Source: an optimization exercise on an open RTL-to-GDS flow (aim: small area, a short achievable clock period and few clock cycles per item). Production flows keep margins and buffers that such runs may drop.
The RTL was checked by simulation tests, not by an equivalence proof against the original design.

--- design/flow/design.v ---
module encrypt_out (
  input  logic         clk,
  input  logic         rst,
  input  logic         start,
  input  logic [127:0] plain_text,
  input  logic [127:0] key,
  output logic [127:0] encrypt,
  output logic         done,
  output logic         busy
);
  localparam logic [63:0] Q0_T0 = 64'h817D6F320B59ECA4;
  localparam logic [63:0] Q0_T1 = 64'hECB81235F4A6709D;
  localparam logic [63:0] Q0_T2 = 64'hBA5E6D90C8F32471;
  localparam logic [63:0] Q0_T3 = 64'hD7F4126E9B3085CA;
  localparam logic [63:0] Q1_T0 = 64'h28BDF76E31940AC5;
  localparam logic [63:0] Q1_T1 = 64'h1E2B4C376DA5F908;
  localparam logic [63:0] Q1_T2 = 64'h4C75169A0ED82B3F;
  localparam logic [63:0] Q1_T3 = 64'hB951C3DE647F208A;
  function automatic logic [3:0] nib(
    input logic [63:0] t,
    input logic [3:0]  i
  );
    nib = t[{~i, 2'b00} +: 4];
  endfunction
  function automatic logic [7:0] qperm(
    input logic       sel,
    input logic [7:0] x
  );
    logic [63:0] t0, t1, t2, t3;
    logic [3:0]  a0, b0, a1, b1, a2, b2;
    logic [3:0]  a3, b3, a4, b4;
    t0 = sel ? Q1_T0 : Q0_T0;
    t1 = sel ? Q1_T1 : Q0_T1;
    t2 = sel ? Q1_T2 : Q0_T2;
    t3 = sel ? Q1_T3 : Q0_T3;
    a0 = x[7:4];
    b0 = x[3:0];
    a1 = a0 ^ b0;
    b1 = a0 ^ {b0[0], b0[3:1]} ^ {a0[0], 3'b000};
    a2 = nib(t0, a1);
    b2 = nib(t1, b1);
    a3 = a2 ^ b2;
    b3 = a2 ^ {b2[0], b2[3:1]} ^ {a2[0], 3'b000};
    a4 = nib(t2, a3);
    b4 = nib(t3, b3);
    qperm = {b4, a4};
  endfunction
  function automatic logic [7:0] lf1(input logic [7:0] x);
    lf1 = {1'b0, x[7:1]} ^ (x[0] ? 8'hB4 : 8'h00);
  endfunction
  function automatic logic [7:0] lf2(input logic [7:0] x);
    lf2 = {2'b00, x[7:2]} ^ (x[1] ? 8'hB4 : 8'h00) ^ (x[0] ? 8'h5A : 8'h00);
  endfunction
  function automatic logic [7:0] m5b(input logic [7:0] x);
    m5b = x ^ lf2(x);
  endfunction
  function automatic logic [7:0] mef(input logic [7:0] x);
    mef = x ^ lf1(x) ^ lf2(x);
  endfunction
  function automatic logic [31:0] mds(input logic [31:0] y);
    logic [7:0] y0, y1, y2, y3;
    y0 = y[7:0];
    y1 = y[15:8];
    y2 = y[23:16];
    y3 = y[31:24];
    mds = {mef(y0) ^ y1 ^ mef(y2) ^ m5b(y3),
           mef(y0) ^ m5b(y1) ^ y2 ^ mef(y3),
           m5b(y0) ^ mef(y1) ^ mef(y2) ^ y3,
           y0 ^ mef(y1) ^ m5b(y2) ^ m5b(y3)};
  endfunction
  function automatic logic [31:0] hpost(
    input logic [31:0] y,
    input logic [31:0] l0,
    input logic [31:0] l1
  );
    logic [7:0] y0, y1, y2, y3;
    y0 = qperm(1'b1, qperm(1'b0, y[7:0]   ^ l1[7:0])   ^ l0[7:0]);
    y1 = qperm(1'b0, qperm(1'b0, y[15:8]  ^ l1[15:8])  ^ l0[15:8]);
    y2 = qperm(1'b1, qperm(1'b1, y[23:16] ^ l1[23:16]) ^ l0[23:16]);
    y3 = qperm(1'b0, qperm(1'b1, y[31:24] ^ l1[31:24]) ^ l0[31:24]);
    hpost = mds({y3, y2, y1, y0});
  endfunction
  function automatic logic [31:0] hfun(
    input logic [31:0] x,
    input logic [31:0] l0,
    input logic [31:0] l1
  );
    hfun = hpost({qperm(1'b1, x[31:24]), qperm(1'b0, x[23:16]),
                  qperm(1'b1, x[15:8]),  qperm(1'b0, x[7:0])}, l0, l1);
  endfunction
  function automatic logic [31:0] add32(
    input logic [31:0] a,
    input logic [31:0] b
  );
    logic [31:0] p, g, pp, gg;
    p  = a ^ b;
    gg = a & b;
    pp = p;
    for (int d = 1; d < 32; d = d * 2) begin
      for (int i = 31; i >= d; i--) begin
        gg[i] = gg[i] | (pp[i] & gg[i - d]);
        pp[i] = pp[i] & pp[i - d];
      end
    end
    add32 = p ^ {gg[30:0], 1'b0};
  endfunction
  function automatic logic [31:0] add3(
    input logic [31:0] a,
    input logic [31:0] b,
    input logic [31:0] c
  );
    logic [31:0] s, k;
    s = a ^ b ^ c;
    k = (a & b) | (a & c) | (b & c);
    add3 = add32(s, {k[30:0], 1'b0});
  endfunction
  function automatic logic [31:0] rsrem(input logic [31:0] r);
    logic [7:0] b, g2, g3;
    b  = r[31:24];
    g2 = {b[6:0], 1'b0} ^ (b[7] ? 8'h4D : 8'h00);
    g3 = {1'b0, b[7:1]} ^ (b[0] ? 8'hA6 : 8'h00) ^ g2;
    rsrem = {r[23:0], 8'h00} ^ {g3, g2, g3, b};
  endfunction
  function automatic logic [31:0] rs(
    input logic [31:0] me,
    input logic [31:0] mo
  );
    logic [31:0] r;
    r = mo;
    for (int j = 0; j < 4; j++) r = rsrem(r);
    r = r ^ me;
    for (int j = 0; j < 4; j++) r = rsrem(r);
    rs = r;
  endfunction
  function automatic logic [31:0] bsw(input logic [31:0] x);
    bsw = {x[7:0], x[15:8], x[23:16], x[31:24]};
  endfunction
  function automatic logic [31:0] rol8(input logic [31:0] x);
    rol8 = {x[23:0], x[31:24]};
  endfunction
  function automatic logic [31:0] qidx(input logic [4:0] i);
    logic [7:0] e, o;
    e = {2'b00, i, 1'b0};
    o = {2'b00, i, 1'b1};
    qidx = {qperm(1'b1, o), qperm(1'b0, o), qperm(1'b1, e), qperm(1'b0, e)};
  endfunction
  function automatic logic [4:0] kidx(input logic [4:0] s);
    if (s == 5'd0)       kidx = 5'd0;
    else if (s == 5'd17) kidx = 5'd2;
    else                 kidx = s + 5'd3;
  endfunction
  logic [4:0]  cnt;
  logic        last, wht, rnd;
  logic [31:0] m0, m1, m2, m3;
  logic [31:0] s0, s1;
  logic [31:0] w0, w1, w2, w3;
  logic [31:0] qe;
  assign wht  = busy && (cnt == 5'd0);
  assign last = busy && (cnt == 5'd17);
  assign rnd  = busy && !wht && !last;
  logic [31:0] ka, kb, kbr, ke, ko, kos;
  assign ka  = hpost({qe[15:8],  qe[7:0],   qe[15:8],  qe[7:0]},   m0, m2);
  assign kb  = hpost({qe[31:24], qe[23:16], qe[31:24], qe[23:16]}, m1, m3);
  assign kbr = rol8(kb);
  assign ke  = add32(ka, kbr);
  assign kos = add32(ka, {kbr[30:0], 1'b0});
  assign ko  = {kos[22:0], kos[31:23]};
  logic        km;
  logic [7:0]  ea, eb;
  logic [31:0] xa, xb, la0, la1, lb0, lb1, ta, tb;
  logic [31:0] f0, f1, n0, n1;
  logic [31:0] tbr, re, ros, ro;
  assign km  = !rnd;
  assign ea  = {5'b00000, !wht, 2'b10};
  assign eb  = {5'b00000, !wht, 2'b11};
  assign xa  = km ? {4{ea}} : w0;
  assign xb  = km ? {4{eb}} : rol8(w1);
  assign la0 = km ? m0 : s1;
  assign la1 = km ? m2 : s0;
  assign lb0 = km ? m1 : s1;
  assign lb1 = km ? m3 : s0;
  assign ta  = hfun(xa, la0, la1);
  assign tb  = hfun(xb, lb0, lb1);
  assign f0 = add3(ta, tb, ke);
  assign f1 = add3(ta, {tb[30:0], 1'b0}, ko);
  assign n0 = {f0[0] ^ w2[0], (w2[31:1] ^ f0[31:1])};
  assign n1 = {w3[30:0], w3[31]} ^ f1;
  assign tbr = rol8(tb);
  assign re  = add32(ta, tbr);
  assign ros = add32(ta, {tbr[30:0], 1'b0});
  assign ro  = {ros[22:0], ros[31:23]};
  always_ff @(posedge clk or posedge rst) begin
    if (rst) begin
      busy <= 1'b0;
      done <= 1'b0;
      cnt  <= '0;
    end else begin
      done <= last;
      if (!busy) begin
        busy <= start;
        cnt  <= '0;
      end else begin
        cnt <= cnt + 5'd1;
        if (last) busy <= 1'b0;
      end
    end
  end
  always_ff @(posedge clk) begin
    qe <= qidx(kidx(busy ? cnt + 5'd1 : 5'd0));
    if (!busy) begin
      m0 <= bsw(key[127:96]);
      m1 <= bsw(key[95:64]);
      m2 <= bsw(key[63:32]);
      m3 <= bsw(key[31:0]);
      w0 <= bsw(plain_text[127:96]);
      w1 <= bsw(plain_text[95:64]);
      w2 <= bsw(plain_text[63:32]);
      w3 <= bsw(plain_text[31:0]);
    end else if (wht) begin
      s0 <= rs(m0, m1);
      s1 <= rs(m2, m3);
      w0 <= w0 ^ ke;
      w1 <= w1 ^ ko;
      w2 <= w2 ^ re;
      w3 <= w3 ^ ro;
    end else if (rnd) begin
      w0 <= n0;
      w1 <= n1;
      w2 <= w0;
      w3 <= w1;
    end
    if (last)
      encrypt <= {bsw(w2 ^ ke), bsw(w3 ^ ko), bsw(w0 ^ re), bsw(w1 ^ ro)};
  end
endmodule
--- design/flow/constraint.sdc ---
create_clock -name core_clock -period 24.0 [get_ports {clk}]
set_input_delay 4.8000 -clock core_clock [delete_from_list [all_inputs] [get_ports {clk}]]
set_output_delay 4.8000 -clock core_clock [all_outputs]
set_load 0.01 [all_outputs]
--- design/flow/run.sh ---
#!/bin/bash
# synth_recipe.tcl (not shown) runs the flow's synth.tcl, then flattens the netlist and writes it again
# the make line also repeats each setting of config.mk as NAME=value (left out here)
make -C /OpenROAD-flow-scripts/flow DESIGN_CONFIG=/design/flow/config.mk WORK_HOME=/design/flow/orfs CLKGATE_MAP_FILE= SYNTH_SCRIPT=/design/flow/synth_recipe.tcl finish
--- design/flow/config.mk ---
export PLATFORM = sky130hd
export DESIGN_NAME = encrypt_out
export DESIGN_NICKNAME = encrypt_out
export VERILOG_FILES = /design/flow/design.v
export SDC_FILE = /design/flow/constraint.sdc
export NUM_CORES = 4
export LEC_CHECK = 0
export CAP_MARGIN = 20
export CORE_MARGIN = 2
export CORE_UTILIZATION = 40
export SLEW_MARGIN = 20
==> results.txt <==
## critical path: cells and delay by family (launching register included)
family | cells | cell delay (ns)
AO/OA/AOI/OAI | 42 | 9.00
XOR/XNOR | 10 | 3.90
AND/OR/NAND/NOR | 12 | 2.84
adder cells (fa/ha/maj) | 8 | 2.36
buffers and inverters | 8 | 1.43
flip-flops | 1 | 0.42
multiplexers | 1 | 0.30
## per-layer routing
layer / up-vias / global-route usage / wire length (µm)
li1: 33610 / - / -
met1: 34650 / 0.3708 / 135400
met2: 2798 / 0.4398 / 137500
met3: 490 / 0.02983 / 20100
met4: 2 / 0.1543 / 20680
met5: - / 0 / 13
## worst min-delay path by stage
| stage | to | slack, ns | cells past startpoint |
|---|---|---|---|
| floorplan | encrypt[103] | 0.60 | 1 |
| global placement | encrypt[127] | 0.66 | 1 |
| detailed placement | encrypt[100] | 0.68 | 1 |
| CTS | encrypt[87] | 0.64 | 1 |
| global route | encrypt[87] | 0.68 | 1 |
| finish | encrypt[87] | 0.65 | 1 |
## layout by cell type (no fill, tap or decap), types with 191 or more instances in the layout
master and n:
a21o_1 191, a21oi_1 484, clkdlybuf4s50_1 388, edfxtp_1 448
ha_1 821, inv_1 671, mux2i_1 409, nand2_1 496
nor2_1 512, o21ai_0 349, xnor2_1 1862, xor2_1 754
## area by class of cell
cell class              instances  share of cell area
repair buffers                494             0.04990
diodes                          2          0.00005322
multi-input cells            8059              0.7121
inverters                     687             0.02773
clock inverters                39            0.005043
flip-flops and latches        487              0.1518
clock buffers                  67             0.01590
well taps                    2821             0.03754
## cell families (layout without fill, tap and decap cells)
logic type | Yosys count | in the layout | synth area share
AOI/OAI and AO/OA | 1946 | 1946 | 0.1564
xor gates and xnor gates | 2802 | 2802 | 0.3114
adders and majority gates | 897 | 897 | 0.1324
buffers and inverters | 953 | 1287 | 0.04919
DFF | 487 | 487 | 0.1674
muxes | 568 | 568 | 0.07733
other | 0 | 2 | 0
and+or+nand+nor | 1846 | 1846 | 0.1058
## stage by stage
step | instances | worst slack, ns
floorplan | 9499 | 4.798
global placement | 12550 | 3.658
detailed placement | 12550 | 3.527
CTS | 12650 | 3.441
global route | 12650 | 2.185
finish | 12660 | 3.342
==> metrics.yaml <==
die:
  placementRows: 169
  ios: 389
  core_um2: 211900
  die_area_um2: 216800
  die_y_um: 465.6
  fp.dieW_um: 465.6
  initial_core_util: 0.4023
clocking:
  cts_htree_levels: 2
  cts_max_path_buffers: 3
  cts_resized: 0
  cts_hold_buf: 0
  cts.sinks: 487
  cts_tree: "yes"
  insertion_delay_ns: 0.75
  ctsRootBufferMaster: "clkbuf_16"
  post-cts-setup-buffers: 0
  path_clk_slew_ns: 0.07
  cts-buffers-inserted: 58
finish:
  finalCoreUtilization: 0.4438
  multi_input_area_um2: 66960
  regMostFlops: "encrypt"
  largest_register_ffs: 128
  final-seq-area_um2: 14270
  final_area_um2: 94030
  area_growth_pct: 10.33
  drive_gt1_frac: 0.06753
  nets: 10890
  filler_cell_count: 20560
critical_path:
  r2r_start: "cnt[0]"
  cp-startpoint: "cnt[0]"
  cp_common_cell: "a21o_1"
  r2r_end: "w0[30]"
  worstSetupEndpointType: "flip-flop"
  critical_path_class: "reg2reg"
  r2r_slack_ns: 3.34
  critPathSlowestCell: "o311ai_1"
  reg2reg_depth: 81
  required_ns: 24.47
  cpPeakStageDelay_ns: 0.79
  crit_end: "w0[30]"
  cp_max_fo: 117
  critical_path.startpoint_type: "flip-flop"
  worstPathArrival_ns: 21.13
timing:
  slew_headroom: 0.1537
  skew_ns: 0.07388
  finalSetupViolCount: 0
  hold_slack_ns: 0.6501
  final_hold_viol_count: 0
  fmax_mhz: 48.41
  worstMarginPinSlew_ns: 1.234
  fin_tns_setup_ns: 0
  grt_setup_unrepaired: "no"
  timing.final.crit_share: 0.8608
  period_needed_ns: 20.66
  slew_violations: 0
place:
  port-buffer-count: 388
  dpl_cell_area_um2: 92040
  dpl.hpwl_mm: 265.5
  gp_congestion: 1.037
grt:
  grt_pass1_wl_mm: 452.3
  antenna_found_initial: 7
  grt_max_degree: 118
  grt_usage: 0.2784
  grt_pass1_vias: 67890
  overflow: 0
synthesis:
  ys.flop_type: "edfxtp_1"
  synth-seq-area-share: 0.1674
  synth_area_um2: 85230
  async_flop_share: 0.01437
  ys_ff_latch: 487
  synth_edf_count: 448
  yosysMostFrequentCell: "xnor2_1"
  ys_types: 171
  synth.top_cell.area_share: 0.1930
  synth_area_leaders: "xnor2_1 (19%), edfxtp_1 (16%), ha_1 (12%)"
  ys.warnings.count: 1
  synth_cells: 9499
  synth_top_area_cell: "xnor2_1"
  syn-num-nets: 10600
  synth_common_cells: "xnor2_1 (1878), ha_1 (821), xor2_1 (757), inv_1 (672), nor2_1 (512)"
  syn_avg_cell_area_um2: 8.973
routing:
  wl_per_cell_um: 24.79
  ant_nets: 0
  via_per_inst: 5.654
  drt_iter0_markers: 6785
  drc: 0
  first_pass_iters: 6
  vias: 71550
  drt-total-wl_mm: 313.7
worst_hold_path:
  min_from: "w3[15]"
  hold_class: "reg2reg"
run_status:
  outcome: "complete, no violations"
flow_run:
  maxCapViolCount: 0
Testbench counts, summed over its fixed seeds: cycles 6,080, blocks 320.

[port drivers added, routing unchanged]
The flow's constraints put no driver on any port. The routed layout listed below was extracted and timed again, unchanged, in two steps. Step 1 sets driving cells, clkbuf_16 on the clock port and buf_2 on the other inputs (assumed; they add their load-dependent delay and slew). Step 2, shift: input delay + t, output delay - t, t = (earliest + latest rising clock arrival at the registers) / 2. This alone moves slack from input paths to output paths. Three values: ideal ports, drivers, drivers and shift; two values: the first two.
t, ns: 0.803
slack for setup (ns): 3.342 / 3.342 / 3.342
hold slack, ns: 0.650 / 0.650 / 0.650
worst slew at a driven data input, ns: 0.08
cell pins on the clock port's net: 1
After both steps setup and hold are still met in this run. For this run, drivers alone change the setup slack by 0.000 ns; drivers and shift together by 0.000 ns.
